What follows belongs to an exercise in optimizing a design on an open flow for small area; a production flow would make more cautious choices. Where RTL was checked, it was by simulation tests only, not by an equivalence proof against the original.

==> job 2600: inputs <==
==> flow/design.v <==
`default_nettype none
module vfu_ctrl
(
    input  logic [4:0] opcode,
    input  logic [2:0] funct,
    output logic       c_min,
    output logic       c_max,
    output logic       c_eq,
    output logic       c_lt,
    output logic       c_le,
    output logic       c_sgnj,
    output logic       c_sgnjn,
    output logic       c_sgnjx,
    output logic       c_skew,
    output logic       c_trans,
    output logic       c_bcast
);
    assign c_min   = opcode == 5'd0;
    assign c_max   = opcode == 5'd1;
    assign c_eq    = opcode == 5'd2;
    assign c_lt    = opcode == 5'd3;
    assign c_le    = opcode == 5'd4;
    assign c_sgnj  = opcode == 5'd5;
    assign c_sgnjn = opcode == 5'd6;
    assign c_sgnjx = opcode == 5'd7;
    assign c_skew  = (opcode == 5'd8) && (funct == 3'd0);
    assign c_trans = (opcode == 5'd8) && (funct == 3'd1);
    assign c_bcast = (funct == 3'd5) && (opcode[4:3] == 2'b00);
endmodule
`default_nettype wire
`default_nettype none
module vfu_magcmp
(
    input  logic [30:0] a,
    input  logic [30:0] b,
    output logic        lt,
    output logic        gt
);
    logic [31:0] l0, g0;
    logic [15:0] l1, g1;
    logic [7:0]  l2, g2;
    logic [3:0]  l3, g3;
    logic [1:0]  l4, g4;
    assign l0 = {1'b0, ~a & b};
    assign g0 = {1'b0, a & ~b};
    for (genvar i = 0; i < 16; i++) begin : g_l1
        assign l1[i] = l0[2*i+1] | (~g0[2*i+1] & l0[2*i]);
        assign g1[i] = g0[2*i+1] | (~l0[2*i+1] & g0[2*i]);
    end
    for (genvar i = 0; i < 8; i++) begin : g_l2
        assign l2[i] = l1[2*i+1] | (~g1[2*i+1] & l1[2*i]);
        assign g2[i] = g1[2*i+1] | (~l1[2*i+1] & g1[2*i]);
    end
    for (genvar i = 0; i < 4; i++) begin : g_l3
        assign l3[i] = l2[2*i+1] | (~g2[2*i+1] & l2[2*i]);
        assign g3[i] = g2[2*i+1] | (~l2[2*i+1] & g2[2*i]);
    end
    for (genvar i = 0; i < 2; i++) begin : g_l4
        assign l4[i] = l3[2*i+1] | (~g3[2*i+1] & l3[2*i]);
        assign g4[i] = g3[2*i+1] | (~l3[2*i+1] & g3[2*i]);
    end
    assign lt = l4[1] | (~g4[1] & l4[0]);
    assign gt = g4[1] | (~l4[1] & g4[0]);
endmodule
`default_nettype wire
`default_nettype none
module vfu_lane
#(
    parameter int K = 0
)
(
    input  logic        en,
    input  logic        c_min,
    input  logic        c_max,
    input  logic        c_eq,
    input  logic        c_lt,
    input  logic        c_le,
    input  logic        c_sgnj,
    input  logic        c_sgnjn,
    input  logic        c_sgnjx,
    input  logic        c_skew,
    input  logic        c_trans,
    input  logic        c_bcast,
    input  logic [31:0] a,       
    input  logic [31:0] a0,      
    input  logic        a0_nan,
    input  logic        a0_zero,
    input  logic [31:0] b,
    input  logic [31:0] ts,      
    input  logic [31:0] ss,      
    input  logic [31:0] q,
    output logic        a_nan_o,
    output logic        a_zero_o,
    output logic [31:0] d
);
    localparam bit DIAG  = (K == 0) || (K == 4) || (K == 8);
    localparam bit TSRC  = (K == 1) || (K == 2) || (K == 3) || (K == 5) || (K == 6) || (K == 7);
    localparam bit SSRC  = (K == 1) || (K == 2) || (K == 3) || (K == 6);
    localparam bit SA0   = (K == 5) || (K == 7);
    localparam bit SNEG  = (K == 2) || (K == 3) || (K == 7);
    logic        use_a0;
    logic [31:0] ae;
    logic        an_raw, az_raw, an, az, bn;
    logic        lt, gt, eq;
    logic        sa, sb, sd;
    logic        ltm, zm, unord, nn;
    logic        f_lt, f_eq, f_le, flag;
    logic        mm, mm_a, mm_b;
    logic        sel_a, sel_b, sel_t, sel_s, nn_mm;
    assign an_raw   = (a[30:23] == 8'hff) && (a[22:0] != '0);
    assign az_raw   = (a[30:0] == '0);
    assign a_nan_o  = an_raw;
    assign a_zero_o = az_raw;
    if (K == 0) begin : g_l0
        assign use_a0 = 1'b1;
        assign ae     = a;
        assign an     = an_raw;
        assign az     = az_raw;
    end else begin : g_ln
        if (SA0) begin : g_sa0
            assign use_a0 = c_bcast | c_skew;
        end else begin : g_nsa0
            assign use_a0 = c_bcast;
        end
        assign ae = use_a0 ? a0 : a;
        assign an = use_a0 ? a0_nan : an_raw;
        assign az = use_a0 ? a0_zero : az_raw;
    end
    assign bn = (b[30:23] == 8'hff) && (b[22:0] != '0);
    vfu_magcmp u_cmp (.a(ae[30:0]), .b(b[30:0]), .lt(lt), .gt(gt));
    assign eq = ~(lt | gt);
    assign sa = ae[31];
    assign sb = b[31];
    assign sd = sa ^ sb;
    assign ltm   = sd ? sa : (sa ? gt : lt);
    assign zm    = eq & az;
    assign unord = an | bn;
    assign nn    = an & bn;
    assign f_lt = ~unord & ltm & ~zm;
    assign f_eq = ~unord & ((~sd & eq) | zm);
    assign f_le = f_lt | f_eq;
    assign flag = (c_eq & f_eq) | (c_lt & f_lt) | (c_le & f_le);
    assign mm   = c_min | c_max;
    assign mm_a = c_min ? (~an & (bn | ltm)) : (~nn & ~(~bn & (an | ltm)));
    assign mm_b = ~nn & ~mm_a;
    assign nn_mm = mm & nn;
    assign sel_a = (mm & mm_a) | c_sgnj | c_sgnjn | c_sgnjx
                 | (DIAG ? c_trans : 1'b0) | (SA0 ? c_skew : 1'b0);
    assign sel_b = mm & mm_b;
    assign sel_t = TSRC ? c_trans : 1'b0;
    assign sel_s = SSRC ? c_skew : 1'b0;
    logic s_a, s_an, s_b, s_bn, s_x;
    assign s_a  = en & ((mm & mm_a) | (DIAG ? c_trans : 1'b0) | ((SA0 && !SNEG) ? c_skew : 1'b0));
    assign s_an = en & ((SA0 && SNEG) ? c_skew : 1'b0);
    assign s_b  = en & ((mm & mm_b) | c_sgnj);
    assign s_bn = en & c_sgnjn;
    assign s_x  = en & c_sgnjx;
    logic ea, eb, et, es, en_n;
    assign ea   = en & sel_a;
    assign eb   = en & sel_b;
    assign et   = en & sel_t;
    assign es   = en & sel_s;
    assign en_n = ~en;
    assign d[31]    = (s_a & sa) | (s_an & ~sa) | (s_b & sb) | (s_bn & ~sb) | (s_x & sd)
                    | (et & ts[31]) | (es & (ss[31] ^ SNEG)) | (en_n & q[31]);
    assign d[30:23] = ({8{ea}} & ae[30:23]) | ({8{eb}} & b[30:23]) | ({8{et}} & ts[30:23])
                    | ({8{es}} & ss[30:23]) | ({8{en_n}} & q[30:23]) | {8{en & nn_mm}};
    assign d[22]    = (ea & ae[22]) | (eb & b[22]) | (et & ts[22]) | (es & ss[22])
                    | (en_n & q[22]) | (en & nn_mm);
    assign d[21:1]  = ({21{ea}} & ae[21:1]) | ({21{eb}} & b[21:1]) | ({21{et}} & ts[21:1])
                    | ({21{es}} & ss[21:1]) | ({21{en_n}} & q[21:1]);
    assign d[0]     = (ea & ae[0]) | (eb & b[0]) | (et & ts[0]) | (es & ss[0])
                    | (en_n & q[0]) | (en & flag);
endmodule
`default_nettype wire
`default_nettype none
module vfu_top
(
    input  logic                     clk,
    input  logic                     rst_n,
    input  logic                     en,
    input  logic [16*32-1:0] vec_a,
    input  logic [16*32-1:0] vec_b,
    input  logic [4:0]               opcode,
    input  logic [2:0]               funct,
    output logic [16*32-1:0] vec_out,
    output logic                     out_valid
);
    logic c_min, c_max, c_eq, c_lt, c_le, c_sgnj, c_sgnjn, c_sgnjx;
    logic c_skew, c_trans, c_bcast;
    logic [16-1:0]    a_nan, a_zero;
    logic [16*32-1:0] d;
    vfu_ctrl u_ctrl (
        .opcode  (opcode),
        .funct   (funct),
        .c_min   (c_min),
        .c_max   (c_max),
        .c_eq    (c_eq),
        .c_lt    (c_lt),
        .c_le    (c_le),
        .c_sgnj  (c_sgnj),
        .c_sgnjn (c_sgnjn),
        .c_sgnjx (c_sgnjx),
        .c_skew  (c_skew),
        .c_trans (c_trans),
        .c_bcast (c_bcast)
    );
    for (genvar i = 0; i < 16; i++) begin : g_lane
        localparam int TS = (i < 9) ? 3 * (i % 3) + (i / 3) : i;
        localparam int SS = (i == 1 || i == 3) ? 2 : (i == 2 || i == 6) ? 1 : i;
        vfu_lane #(.K(i)) u_lane (
            .en       (en),
            .c_min    (c_min),
            .c_max    (c_max),
            .c_eq     (c_eq),
            .c_lt     (c_lt),
            .c_le     (c_le),
            .c_sgnj   (c_sgnj),
            .c_sgnjn  (c_sgnjn),
            .c_sgnjx  (c_sgnjx),
            .c_skew   (c_skew),
            .c_trans  (c_trans),
            .c_bcast  (c_bcast),
            .a        (vec_a[32*i +: 32]),
            .a0       (vec_a[31:0]),
            .a0_nan   (a_nan[0]),
            .a0_zero  (a_zero[0]),
            .b        (vec_b[32*i +: 32]),
            .ts       (vec_a[32*TS +: 32]),
            .ss       (vec_a[32*SS +: 32]),
            .q        (vec_out[32*i +: 32]),
            .a_nan_o  (a_nan[i]),
            .a_zero_o (a_zero[i]),
            .d        (d[32*i +: 32])
        );
    end
    always_ff @(posedge clk or negedge rst_n) begin
        if (!rst_n) begin
            vec_out   <= '0;
            out_valid <= 1'b0;
        end else begin
            vec_out   <= d;
            out_valid <= en;
        end
    end
endmodule
`default_nettype wire
==> flow/flow/run.sh <==
#!/bin/bash
# Own layout flow: the standard ORFS flow, with two changes:
#  - synthesis maps with an area-oriented ABC script (synth_area.tcl);
#    registers are untouched since ABC runs on the combinational logic only.
#  - port buffers use sky130_fd_sc_hd__buf_1 instead of the default cell.
#  - pins may sit on adjacent routing tracks, so a smaller die fits them.
#  - clock tree: smaller buffers, larger sink clusters, no dummy loads.
set -euo pipefail
W=$(pwd)
F=$W/flow
export MY_ABC_SCRIPT=$F/abc_area.script
CTS_ARGS="-sink_clustering_enable -repair_clock_nets -dont_use_dummy_load"
CTS_ARGS+=" -buf_list sky130_fd_sc_hd__clkbuf_8 -sink_clustering_size 20 -sink_clustering_max_diameter 60"
bash $W/standard.sh \
  SYNTH_SCRIPT=$F/synth_area.tcl \
  "BUFFER_PORTS_ARGS=-buffer_cell sky130_fd_sc_hd__buf_1" \
  "PLACE_PINS_ARGS=-min_distance 1 -min_distance_in_tracks" \
  "CTS_ARGS=$CTS_ARGS" \
  finish > $W/flow_make.log 2>&1
==> flow/flow/abc_area.script <==
strash
&get -n
&st
&dch
&nf -R 1000
&put
strash
&get -n
&st
&dch
&nf -R 1000
&put
topo
==> flow/flow/synth_area.tcl <==
# Same as synth_recipe.tcl, but ABC maps with the script named by MY_ABC_SCRIPT.
proc abc {args} {
  set i [lsearch -exact $args -script]
  if { $i >= 0 } { lset args [expr {$i + 1}] $::env(MY_ABC_SCRIPT) }
  yosys abc {*}$args
}
source [file dirname [file normalize [info script]]]/../synth_recipe.tcl
==> flow/standard.sh <==
#!/bin/bash
# synth_recipe.tcl (not shown) runs the flow's synth.tcl, then flattens the netlist and writes it again
# the make line also repeats each setting of config.mk as NAME=value (left out here)
make -C /OpenROAD-flow-scripts/flow DESIGN_CONFIG=/design/flow/config.mk WORK_HOME=/design/flow/orfs CLKGATE_MAP_FILE= SYNTH_SCRIPT=/design/flow/synth_recipe.tcl "${@:-finish}"
==> flow/config.mk <==
export PLATFORM = sky130hd
export DESIGN_NAME = vfu_top
export DESIGN_NICKNAME = vfu_top
export VERILOG_FILES = /design/flow/design.v
export SDC_FILE = /design/flow/constraint.sdc
export NUM_CORES = 8
export LEC_CHECK = 0
export CAP_MARGIN = 0
export CORE_AREA = 5 5 475 475
export DIE_AREA = 0 0 480 480
export SLEW_MARGIN = 0
==> flow/constraint.sdc <==
create_clock -name core_clock -period 6.0 [get_ports {clk}]
set_input_delay 1.2000 -clock core_clock [delete_from_list [all_inputs] [get_ports {clk}]]
set_output_delay 1.2000 -clock core_clock [all_outputs]
set_load 0.01 [all_outputs]
==> job 7577: changes against job 2600 <==
--- a/flow/design.v
+++ b/flow/design.v
@@ -107,6 +107,8 @@
     logic        f_lt, f_eq, f_le, flag;
     logic        mm, mm_a, mm_b;
     logic        sel_a, sel_b, sel_t, sel_s, nn_mm;
+    logic        sign;
+    logic [31:0] w;
     assign an_raw   = (a[30:23] == 8'hff) && (a[22:0] != '0);
     assign az_raw   = (a[30:0] == '0);
     assign a_nan_o  = an_raw;
@@ -149,28 +151,20 @@
     assign sel_b = mm & mm_b;
     assign sel_t = TSRC ? c_trans : 1'b0;
     assign sel_s = SSRC ? c_skew : 1'b0;
-    logic s_a, s_an, s_b, s_bn, s_x;
-    assign s_a  = en & ((mm & mm_a) | (DIAG ? c_trans : 1'b0) | ((SA0 && !SNEG) ? c_skew : 1'b0));
-    assign s_an = en & ((SA0 && SNEG) ? c_skew : 1'b0);
-    assign s_b  = en & ((mm & mm_b) | c_sgnj);
-    assign s_bn = en & c_sgnjn;
-    assign s_x  = en & c_sgnjx;
-    logic ea, eb, et, es, en_n;
-    assign ea   = en & sel_a;
-    assign eb   = en & sel_b;
-    assign et   = en & sel_t;
-    assign es   = en & sel_s;
-    assign en_n = ~en;
-    assign d[31]    = (s_a & sa) | (s_an & ~sa) | (s_b & sb) | (s_bn & ~sb) | (s_x & sd)
-                    | (et & ts[31]) | (es & (ss[31] ^ SNEG)) | (en_n & q[31]);
-    assign d[30:23] = ({8{ea}} & ae[30:23]) | ({8{eb}} & b[30:23]) | ({8{et}} & ts[30:23])
-                    | ({8{es}} & ss[30:23]) | ({8{en_n}} & q[30:23]) | {8{en & nn_mm}};
-    assign d[22]    = (ea & ae[22]) | (eb & b[22]) | (et & ts[22]) | (es & ss[22])
-                    | (en_n & q[22]) | (en & nn_mm);
-    assign d[21:1]  = ({21{ea}} & ae[21:1]) | ({21{eb}} & b[21:1]) | ({21{et}} & ts[21:1])
-                    | ({21{es}} & ss[21:1]) | ({21{en_n}} & q[21:1]);
-    assign d[0]     = (ea & ae[0]) | (eb & b[0]) | (et & ts[0]) | (es & ss[0])
-                    | (en_n & q[0]) | (en & flag);
+    assign sign = (mm & mm_a & sa) | (mm & mm_b & sb)
+                | (c_sgnj & sb) | (c_sgnjn & ~sb) | (c_sgnjx & sd)
+                | (DIAG ? (c_trans & sa) : 1'b0)
+                | (SA0 ? (c_skew & (sa ^ SNEG)) : 1'b0)
+                | (sel_t & ts[31])
+                | (sel_s & (ss[31] ^ SNEG));
+    assign w[31]    = sign;
+    assign w[30:23] = ({8{sel_a}} & ae[30:23]) | ({8{sel_b}} & b[30:23])
+                    | ({8{sel_t}} & ts[30:23]) | ({8{sel_s}} & ss[30:23]) | {8{nn_mm}};
+    assign w[22]    = (sel_a & ae[22]) | (sel_b & b[22]) | (sel_t & ts[22]) | (sel_s & ss[22]) | nn_mm;
+    assign w[21:1]  = ({21{sel_a}} & ae[21:1]) | ({21{sel_b}} & b[21:1])
+                    | ({21{sel_t}} & ts[21:1]) | ({21{sel_s}} & ss[21:1]);
+    assign w[0]     = (sel_a & ae[0]) | (sel_b & b[0]) | (sel_t & ts[0]) | (sel_s & ss[0]) | flag;
+    assign d = en ? w : q;
 endmodule
 `default_nettype wire
 `default_nettype none
==> flow/flow/run.sh (replaced) <==
#!/bin/bash
# Own layout flow: the standard ORFS flow, with two changes:
#  - synthesis maps with an area-oriented ABC script (synth_area.tcl);
#    registers are untouched since ABC runs on the combinational logic only.
#  - port buffers use sky130_fd_sc_hd__buf_1 instead of the default cell.
#  - pins may sit on adjacent routing tracks, so a smaller die fits them.
set -euo pipefail
W=$(pwd)
F=$W/flow
export MY_ABC_SCRIPT=$F/abc_area.script
bash $W/standard.sh \
  SYNTH_SCRIPT=$F/synth_area.tcl \
  "BUFFER_PORTS_ARGS=-buffer_cell sky130_fd_sc_hd__buf_1" \
  "PLACE_PINS_ARGS=-min_distance 1 -min_distance_in_tracks" \
  finish > $W/flow_make.log 2>&1
==> flow/flow/abc_area.script (replaced) <==
strash
&get -n
&st
&dch
&nf -R 1000
&put
topo
Settings changed: CAP_MARGIN 0 to 20, CORE_AREA 5 5 475 475 to 5 5 395 395, DIE_AREA 0 0 480 480 to 0 0 400 400, SLEW_MARGIN 0 to 20.
==> summary of the runs <==
Against job 2600, the synthesized area of job 7577 is higher by 6.6%.
Between job 7577 and job 2600, the lower synthesized cell count is in job 2600 (gap 20%, measured against job 2600).
Job 2600 produced a layout that fails on capacitance limit, slew limit. Job 7577 ended with an error in global routing with GRT-0116.
For job 2600, only the layout was checked, not whether the RTL still works.

[what the ideal ports hide]
Ports are ideal in the flow. The routed layout listed here was re-timed in OpenROAD. Step 1, drivers: a clkbuf_16 drives clk and a buf_2 each remaining input, both assumed. Step 2, shift: input delay + t, output delay - t, t = (earliest + latest rising clock arrival at the registers) / 2. This alone moves slack from input paths to output paths. Three values: no drivers, after step 1, after step 2; two values: the first two.
run: job 2600
t (ns): 0.928
setup slack, ns: 0.854 / 0.868 / -0.061
hold WS [ns]: 0.397 / 0.346 / 0.490
For job 2600, drivers alone change the setup slack by +0.014 ns; drivers and shift together by -0.915 ns.
